Source: an optimization exercise on an open RTL-to-GDS flow (aim: small area, a short achievable clock period and few clock cycles per item). Production flows keep margins and buffers that such runs may drop. At most, simulation tests tie the RTL to the original design; equivalence was not proved.

## exp/cedar
// affine_stream_top
module affine_stream_top (
  input  logic                                aclk,
  input  logic                                aresetn,
  input  logic [4*16-1:0]   s_tdata,
  input  logic                                s_tvalid,
  output logic                                s_tready,
  input  logic                                s_tlast,
  output logic [3*16-1:0]    m_tdata,
  output logic                                m_tvalid,
  input  logic                                m_tready,
  output logic                                m_tlast
);
Size: roughly 5,300 cells after synthesis, about 890 flip-flops, roughly 63,000 um^2 of cells after synthesis.
export LEC_CHECK = 0
export ABC_AREA = 1
export CAP_MARGIN = 20
export CORE_MARGIN = 2
export CORE_UTILIZATION = 50
export SETUP_SLACK_MARGIN = 2.8
export SLEW_MARGIN = 20
create_clock -name core_clock -period 6.3 [get_ports {aclk}]
standard.sh (not shown) runs the stock make flow with config.mk's settings and CLKGATE_MAP_FILE= SYNTH_SCRIPT=/design/flow/synth_recipe.tcl, a recipe that flattens the netlist after the stock synthesis.
==> flow/flow/run.sh <==
#!/bin/bash
# The standard layout, with one change to synthesis: Yosys's synth skips
# its quick ABC pass (-noabc) that comes before full adders are extracted, so
# the carry-save trees map onto full-adder cells without inverters between
# them. The final ABC mapping and every later step are the standard flow's own.
# The registers keep the standard synthesis's names and cell types: that
# synthesis runs first, and flow/regnames.py copies its register names over
# (they differ only in Yosys's enable-polarity suffix). If the registers do
# not match, the flow falls back to the standard layout.
set -euo pipefail
W=$(pwd)
R=$W/orfs/results/$FLOW_PLATFORM/affine_stream_top/base

# the standard synthesis, the reference for register names and cell types
bash standard.sh synth > std_synth.log 2>&1
cp "$R/1_2_yosys.v" std_1_2_yosys.v
rm -rf orfs

# this flow's synthesis
sed '1s/-noshare /-noshare -noabc /' synth_recipe.tcl > synth_noabc.tcl
grep -q -- '-nofsm -noshare -noabc' synth_noabc.tcl
sed "s#${W}/synth_recipe.tcl#${W}/synth_noabc.tcl#g" standard.sh > standard_noabc.sh
grep -q synth_noabc.tcl standard_noabc.sh
bash standard_noabc.sh "$R/1_2_yosys.v" > noabc_synth.log 2>&1

if python3 flow/regnames.py std_1_2_yosys.v "$R/1_2_yosys.v" > regnames.log 2>&1; then
  bash standard_noabc.sh > make_flow.log 2>&1
else
  rm -rf orfs
  bash standard.sh > make_flow.log 2>&1
fi
Other scripts of this flow, unchanged in this note and not shown: flow/flow/regnames.py
exp/cedar | status: complete | timing, DRC, antenna: pass
Input-level comparison between exp/willow and exp/cedar:
- swapping 2.8 for 3.1 in SETUP_SLACK_MARGIN
--- outcome ---
- Comparing via count for exp/willow and exp/cedar, the smaller number came from exp/cedar.
- Worst hold-check slack | exp/willow below exp/cedar
- exp/cedar vs exp/willow, end of the critical path: g_row[2].u_row.mid_q[128]$_DFFE_PP_ vs g_row[2].u_row.mid_q[129]$_DFFE_PP_
- Post-route cell area delta (exp/willow − exp/cedar): unfavourable
- Sort exp/willow and exp/cedar by met2 capacity usage during global routing, ascending, and exp/cedar comes first.
No run of this note included a check of the RTL's function; only the layout flow was run.

---

== old ==
affine_stream_top, a different RTL version from the one above (not shown whole).
For scale: roughly 5700 cells after synthesis, about 590 flip-flops, about 120 I/O pins.
clock: 6.3 ns
lec_check: 0
abc_area: 1
cap_margin: 20
core_margin: 2
core_utilization: 40
slew_margin: 20
run.sh (not shown) runs the stock make flow with config.mk's settings and CLKGATE_MAP_FILE= SYNTH_SCRIPT=/design/flow/synth_recipe.tcl, a recipe that flattens the netlist after the stock synthesis.
Stock flow here: none of the scripts above is used.
old was carried through to the last stage, and its layout satisfied the timing, design-rule and antenna checks.
--- input diff old..new ---
# old
export LEC_CHECK = 0
export ABC_AREA = 1
export CAP_MARGIN = 20
export CORE_MARGIN = 2
export CORE_UTILIZATION = 40
export SLEW_MARGIN = 20
create_clock -name core_clock -period 6.3 [get_ports {aclk}]
# new
export LEC_CHECK = 0
export ABC_AREA = 1
export CAP_MARGIN = 20
export CORE_MARGIN = 2
export CORE_UTILIZATION = 50
export SETUP_SLACK_MARGIN = 1.5
export SLEW_MARGIN = 20
create_clock -name core_clock -period 6.3 [get_ports {aclk}]
==> summary.txt <==
From old to new the numbers moved as follows: count of clock-net buffers in the final layout went down 8.6%; number of setup buffers added after CTS went up 5; critical-path maximum fanout went down 3.
old has a higher number of placed instances, taps included than new.
new vs old: maximum frequency up by a little under 10%
Side by side, final routed wirelength across all metal layers turned out lower in new than in old.
Utilization old -> new: up
Compared with old, new shows tapcell count that has gone down by more than 10%.
Sequential share of cell area in new is 0.29 points higher than in old
No run of this note included a check of the RTL's function; only the layout flow was run.

---

affine_stream_top, a different RTL version from the one above (not shown whole).
Size in the first run: about 4800 cells after synthesis.
Settings: LEC_CHECK=0, ABC_AREA=1, CAP_MARGIN=20, CORE_MARGIN=2, CORE_UTILIZATION=50, SETUP_SLACK_MARGIN=2.5, SLEW_MARGIN=20, TNS_END_PERCENT=10; clock period 6.3 ns.
standard.sh (not shown) runs the stock make flow with config.mk's settings and CLKGATE_MAP_FILE= SYNTH_SCRIPT=/design/flow/synth_recipe.tcl, a recipe that flattens the netlist after the stock synthesis.
==> flow/flow/regnames.py <==
#!/usr/bin/env python3
"""regnames.py STD_NETLIST OWN_NETLIST

Give the registers of OWN_NETLIST (this flow's synthesis) the names the
standard synthesis (STD_NETLIST) gave them. Yosys names a register after its
RTL name plus a suffix for its enable and reset polarity, which depends on
how the logic in front of it was optimised; the RTL name part is the same.
Fails, changing nothing, unless both netlists hold the same registers by RTL
name, in the same cell types."""
import re, sys

FLOP = re.compile(r'^(\s*)(sky130_fd_sc_hd__(?:e?dfx|dfr|dfs|dfb|sdf|edf|dl)\w*)\s+(\\\S+|\S+)\s+\(', re.M)
SUFFIX = re.compile(r'^(.*)\$_[A-Z0-9_]+_$')

def regs(text):
    out = {}
    for m in FLOP.finditer(text):
        typ, name = m.group(2), m.group(3)
        raw = name[1:] if name.startswith('\\') else name
        s = SUFFIX.match(raw)
        base = s.group(1) if s else raw
        if base in out:
            sys.exit(f"two registers named {base}")
        out[base] = (typ, name)
    return out

std_t = open(sys.argv[1]).read()
own_t = open(sys.argv[2]).read()
std, own = regs(std_t), regs(own_t)
if set(std) != set(own):
    sys.exit(f"register sets differ: {len(std)} vs {len(own)}, "
             f"e.g. {sorted(set(std) ^ set(own))[:5]}")
bad = [b for b in std if std[b][0] != own[b][0]]
if bad:
    sys.exit(f"cell types differ for {len(bad)} registers, e.g. {bad[:5]}")
ren = {own[b][1]: std[b][1] for b in std if own[b][1] != std[b][1]}

def sub(m):
    name = m.group(3)
    return f"{m.group(1)}{m.group(2)} {ren.get(name, name)} ("
new_t = FLOP.sub(sub, own_t)
if ren:
    # a renamed register's old name must not survive anywhere else
    for old in ren:
        if re.search(re.escape(old) + r'(\s|$)', new_t):
            sys.exit(f"{old} still appears after renaming")
open(sys.argv[2], 'w').write(new_t)
print(f"{len(std)} registers, {len(ren)} renamed")
Scripts as last shown in full above: flow/flow/run.sh
Testbench counts at the start, summed over its fixed seeds: cycles 3,993, items 3,393.
Next try:
- CORE_UTILIZATION: 50 -> 65
- TNS_END_PERCENT: 10 -> unset
Effect: The new run ran to the end with no violations. Design area climbs by 1.0%. Worst setup slack gets better by 170 ps.
Next try:
--- a/flow/flow/run.sh
+++ b/flow/flow/run.sh
@@ -5 +5,3 @@
-# them. The final ABC mapping and every later step are the standard flow's own.
+# them. The final ABC mapping and every later step are the standard flow's own, except
+# that the port buffers are buf_2 cells rather than the delay buffer that
+# buffer_ports picks by default (every port still gets its buffer).
@@ -27 +29 @@
-  bash standard_noabc.sh > make_flow.log 2>&1
+  bash standard_noabc.sh "BUFFER_PORTS_ARGS=-buffer_cell sky130_fd_sc_hd__buf_2" finish > make_flow.log 2>&1
- CORE_UTILIZATION: 65 -> 50
Maximum frequency hardly moves; wire length came out higher by about 5%; global-route usage went down by 9.4 points; via count falls by about 3%.
Next try:
--- a/flow/flow/run.sh
+++ b/flow/flow/run.sh
@@ -5,3 +5 @@
-# them. The final ABC mapping and every later step are the standard flow's own, except
-# that the port buffers are buf_2 cells rather than the delay buffer that
-# buffer_ports picks by default (every port still gets its buffer).
+# them. The final ABC mapping and every later step are the standard flow's own.
@@ -29 +27 @@
-  bash standard_noabc.sh "BUFFER_PORTS_ARGS=-buffer_cell sky130_fd_sc_hd__buf_2" finish > make_flow.log 2>&1
+  bash standard_noabc.sh > make_flow.log 2>&1
- CAP_MARGIN: 20 -> 50
- SLEW_MARGIN: 20 -> 60
The changed run finished clean.
Via count fell by 1.1%.
Non-clock buffer count came out lower by 52.
Cell count went down by 0.88%.
Area after synthesis is unchanged.
Setup slack gets better by 38 ps.
Design area rises by 0.35%.
Global-route usage fell by 1.2 points.
Next try:
- ABC_AREA: 1 -> unset
- CAP_MARGIN: 50 -> 20
- SLEW_MARGIN: 60 -> 20
What happened: The new run finished clean; hold slack improved by 21 ps; synthesized area drops by 3.6%; utilization came out higher by 0.50 points; global-route usage grows by 0.40 points; clock skew goes down by 22 ps; setup slack gets worse by 130 ps.

---

build 30:
affine_stream_top again, from the RTL that the note above started with.
==> flow/config.mk <==
export PLATFORM = sky130hd
export DESIGN_NAME = affine_stream_top
export DESIGN_NICKNAME = affine_stream_top
export VERILOG_FILES = /design/flow/design.v
export SDC_FILE = /design/flow/constraint.sdc
export NUM_CORES = 4
export LEC_CHECK = 0
export ABC_AREA = 1
export CAP_MARGIN = 50
export CORE_MARGIN = 2
export CORE_UTILIZATION = 60
export SETUP_SLACK_MARGIN = 2.6
export SLEW_MARGIN = 60
==> flow/constraint.sdc <==
create_clock -name core_clock -period 6.3 [get_ports {aclk}]
set_input_delay 1.2600 -clock core_clock [delete_from_list [all_inputs] [get_ports {aclk}]]
set_output_delay 1.2600 -clock core_clock [all_outputs]
set_load 0.01 [all_outputs]
==> flow/flow/run.sh <==
#!/bin/bash
# The standard layout, with one change to synthesis: Yosys's synth skips
# its quick ABC pass (-noabc) that comes before full adders are extracted, so
# the carry-save trees map onto full-adder cells without inverters between
# them. The final ABC mapping and every later step are the standard flow's own.
# The registers keep the standard synthesis's names and cell types: that
# synthesis runs first, and flow/regnames.py copies its register names over
# (they differ only in Yosys's enable-polarity suffix). If the registers do
# not match, the flow falls back to the standard layout.
set -euo pipefail
W=$(pwd)
R=$W/orfs/results/$FLOW_PLATFORM/affine_stream_top/base

# the standard synthesis, the reference for register names and cell types
bash standard.sh synth > std_synth.log 2>&1
cp "$R/1_2_yosys.v" std_1_2_yosys.v
rm -rf orfs

# this flow's synthesis
sed '1s/-noshare /-noshare -noabc /' synth_recipe.tcl > synth_noabc.tcl
grep -q -- '-nofsm -noshare -noabc' synth_noabc.tcl
sed "s#${W}/synth_recipe.tcl#${W}/synth_noabc.tcl#g" standard.sh > standard_noabc.sh
grep -q synth_noabc.tcl standard_noabc.sh
bash standard_noabc.sh "$R/1_2_yosys.v" > noabc_synth.log 2>&1

if python3 flow/regnames.py std_1_2_yosys.v "$R/1_2_yosys.v" > regnames.log 2>&1; then
  bash standard_noabc.sh > make_flow.log 2>&1
else
  rm -rf orfs
  bash standard.sh > make_flow.log 2>&1
fi
Scripts as last shown in full above: flow/flow/regnames.py
Testbench counts of build 30, summed over its fixed seeds: cycles 3,993, items 3,393.
Setup changes, build 30 to trial 43
# build 30
export LEC_CHECK = 0
export ABC_AREA = 1
export CAP_MARGIN = 50
export CORE_MARGIN = 2
export CORE_UTILIZATION = 60
export SETUP_SLACK_MARGIN = 2.6
export SLEW_MARGIN = 60
create_clock -name core_clock -period 6.3 [get_ports {aclk}]
# trial 43
export LEC_CHECK = 0
export ABC_AREA = 1
export CAP_MARGIN = 20
export CORE_MARGIN = 2
export CORE_UTILIZATION = 50
export SETUP_SLACK_MARGIN = 2.5
export SLEW_MARGIN = 20
create_clock -name core_clock -period 6.3 [get_ports {aclk}]
--- outcome ---
- From build 30 to trial 43 the numbers moved as follows: setup slack dropped 0.081 ns; die boundary width climbed 29 um.
- The last element of the critical path comes out g_row[1].u_row.mid_q[94] in one run and g_row[0].u_row.mid_q[64] in the other, namely in trial 43 and build 30 respectively.
- Summary of trial 43 over build 30: cell area after placement has decreased; pin count of the biggest net entering global routing rose 81; sum of routed wire length over all layers held steady.

---

affine_stream_top again, from the RTL that the note above started with.
export LEC_CHECK = 0
export ABC_AREA = 1
export CAP_MARGIN = 20
export CORE_MARGIN = 2
export CORE_UTILIZATION = 55
export SETUP_SLACK_MARGIN = 3.3
export SLEW_MARGIN = 20
create_clock -name core_clock -period 6.3 [get_ports {aclk}]
==> flow/flow/run.sh <==
#!/bin/bash
# The standard layout, with one change to synthesis: Yosys's synth skips its
# quick ABC pass (-noabc) before full adders are extracted, so the
# carry-save trees map onto full-adder cells without inverters between
# them. Everything else, the final ABC mapping included, is the standard flow's own.
set -euo pipefail
W=$(pwd)
sed '1s/-noshare /-noshare -noabc /' synth_recipe.tcl > synth_noabc.tcl
grep -q -- '-nofsm -noshare -noabc' synth_noabc.tcl
sed "s#${W}/synth_recipe.tcl#${W}/synth_noabc.tcl#g" standard.sh > standard_noabc.sh
grep -q synth_noabc.tcl standard_noabc.sh
bash standard_noabc.sh > make_flow.log 2>&1
Testbench counts at the start, summed over its fixed seeds: cycles 3,993, items 3,393.
Then changed:
CORE_UTILIZATION = 50   (was 55)
SETUP_SLACK_MARGIN = 2.5   (was 3.3)
What happened: Hold slack gets worse by 0.0053 ns; die area goes up by roughly a tenth.
Then changed:
==> flow/run.sh (new file) <==
#!/bin/bash
# synth_recipe.tcl (not shown) runs the flow's synth.tcl, then flattens the netlist and writes it again
# the make line also repeats each setting of config.mk as NAME=value (left out here)
make -C /OpenROAD-flow-scripts/flow DESIGN_CONFIG=/design/flow/config.mk WORK_HOME=/design/flow/orfs CLKGATE_MAP_FILE= SYNTH_SCRIPT=/design/flow/synth_recipe.tcl finish
removed: flow/flow/run.sh
removed: flow/standard.sh
The new run went through all stages and came out clean.
Hold slack barely changes.
Routed wire length climbs by 5.7%.
Synthesized cell count climbs by 21%.
Register-to-register slack gets worse by 0.04 ns.
Cell area climbs by 5.7%.
Core utilization climbs by 0.28 points.
Setup slack gets worse by 0.040 ns.
Fmax drops by 1.0%.

what the ideal ports hide:
In the flow no input, the clock included, has a driving cell. The finished layouts below were timed again as built, in two steps.
Step 1: set_driving_cell puts a clkbuf_16 on aclk and a buf_2 on each other input, an assumption about the parent block.
Step 2 times the ports against the registers' clock, not the clock port: input delays grow and output delays shrink by t, the midpoint of the rising clock arrivals with the driver on.
a / b / c = ideal ports / drivers / drivers and shift; a / b = the first two.
run	t (ns)	setup WS [ns]	clock arrival spread, ns	worst slew at a driven data input, ns	pins driven straight from the clock port
exp/cedar	0.827	2.787 / 2.787 / 2.777	0.054 / 0.054	0.06	1
exp/willow	0.792	3.003 / 3.003 / 2.450	0.039 / 0.039	0.06	1
old	0.778	1.207 / 1.207 / 1.207	0.058 / 0.058	0.06	1
new	0.750	1.573 / 1.573 / 1.573	0.038 / 0.038	0.05	1
the first run of note 3	0.734	2.289 / 2.289 / 2.114	0.042 / 0.042	0.06	1
the second run of note 3	0.726	2.457 / 2.457 / 2.023	0.065 / 0.065	0.05	1
the third run of note 3	0.736	2.449 / 2.449 / 2.303	0.038 / 0.039	0.06	1
the fourth run of note 3	0.758	2.487 / 2.487 / 2.487	0.053 / 0.053	0.06	1
the fifth run of note 3	0.720	2.353 / 2.353 / 2.255	0.030 / 0.030	0.11	1
build 30	0.734	2.538 / 2.538 / 2.490	0.038 / 0.039	0.06	1
trial 43	0.752	2.457 / 2.457 / 2.062	0.056 / 0.055	0.05	1
the first run of note 5	0.736	2.569 / 2.569 / 2.569	0.036 / 0.037	0.06	1
the second run of note 5	0.752	2.457 / 2.457 / 2.062	0.056 / 0.055	0.05	1
the third run of note 5	0.754	2.418 / 2.418 / 2.341	0.052 / 0.053	0.05	1
After both steps every run listed still meets setup and hold. The setup slack of exp/willow, which loses most, moves by 0.000 ns with the drivers and by -0.553 ns with both steps.
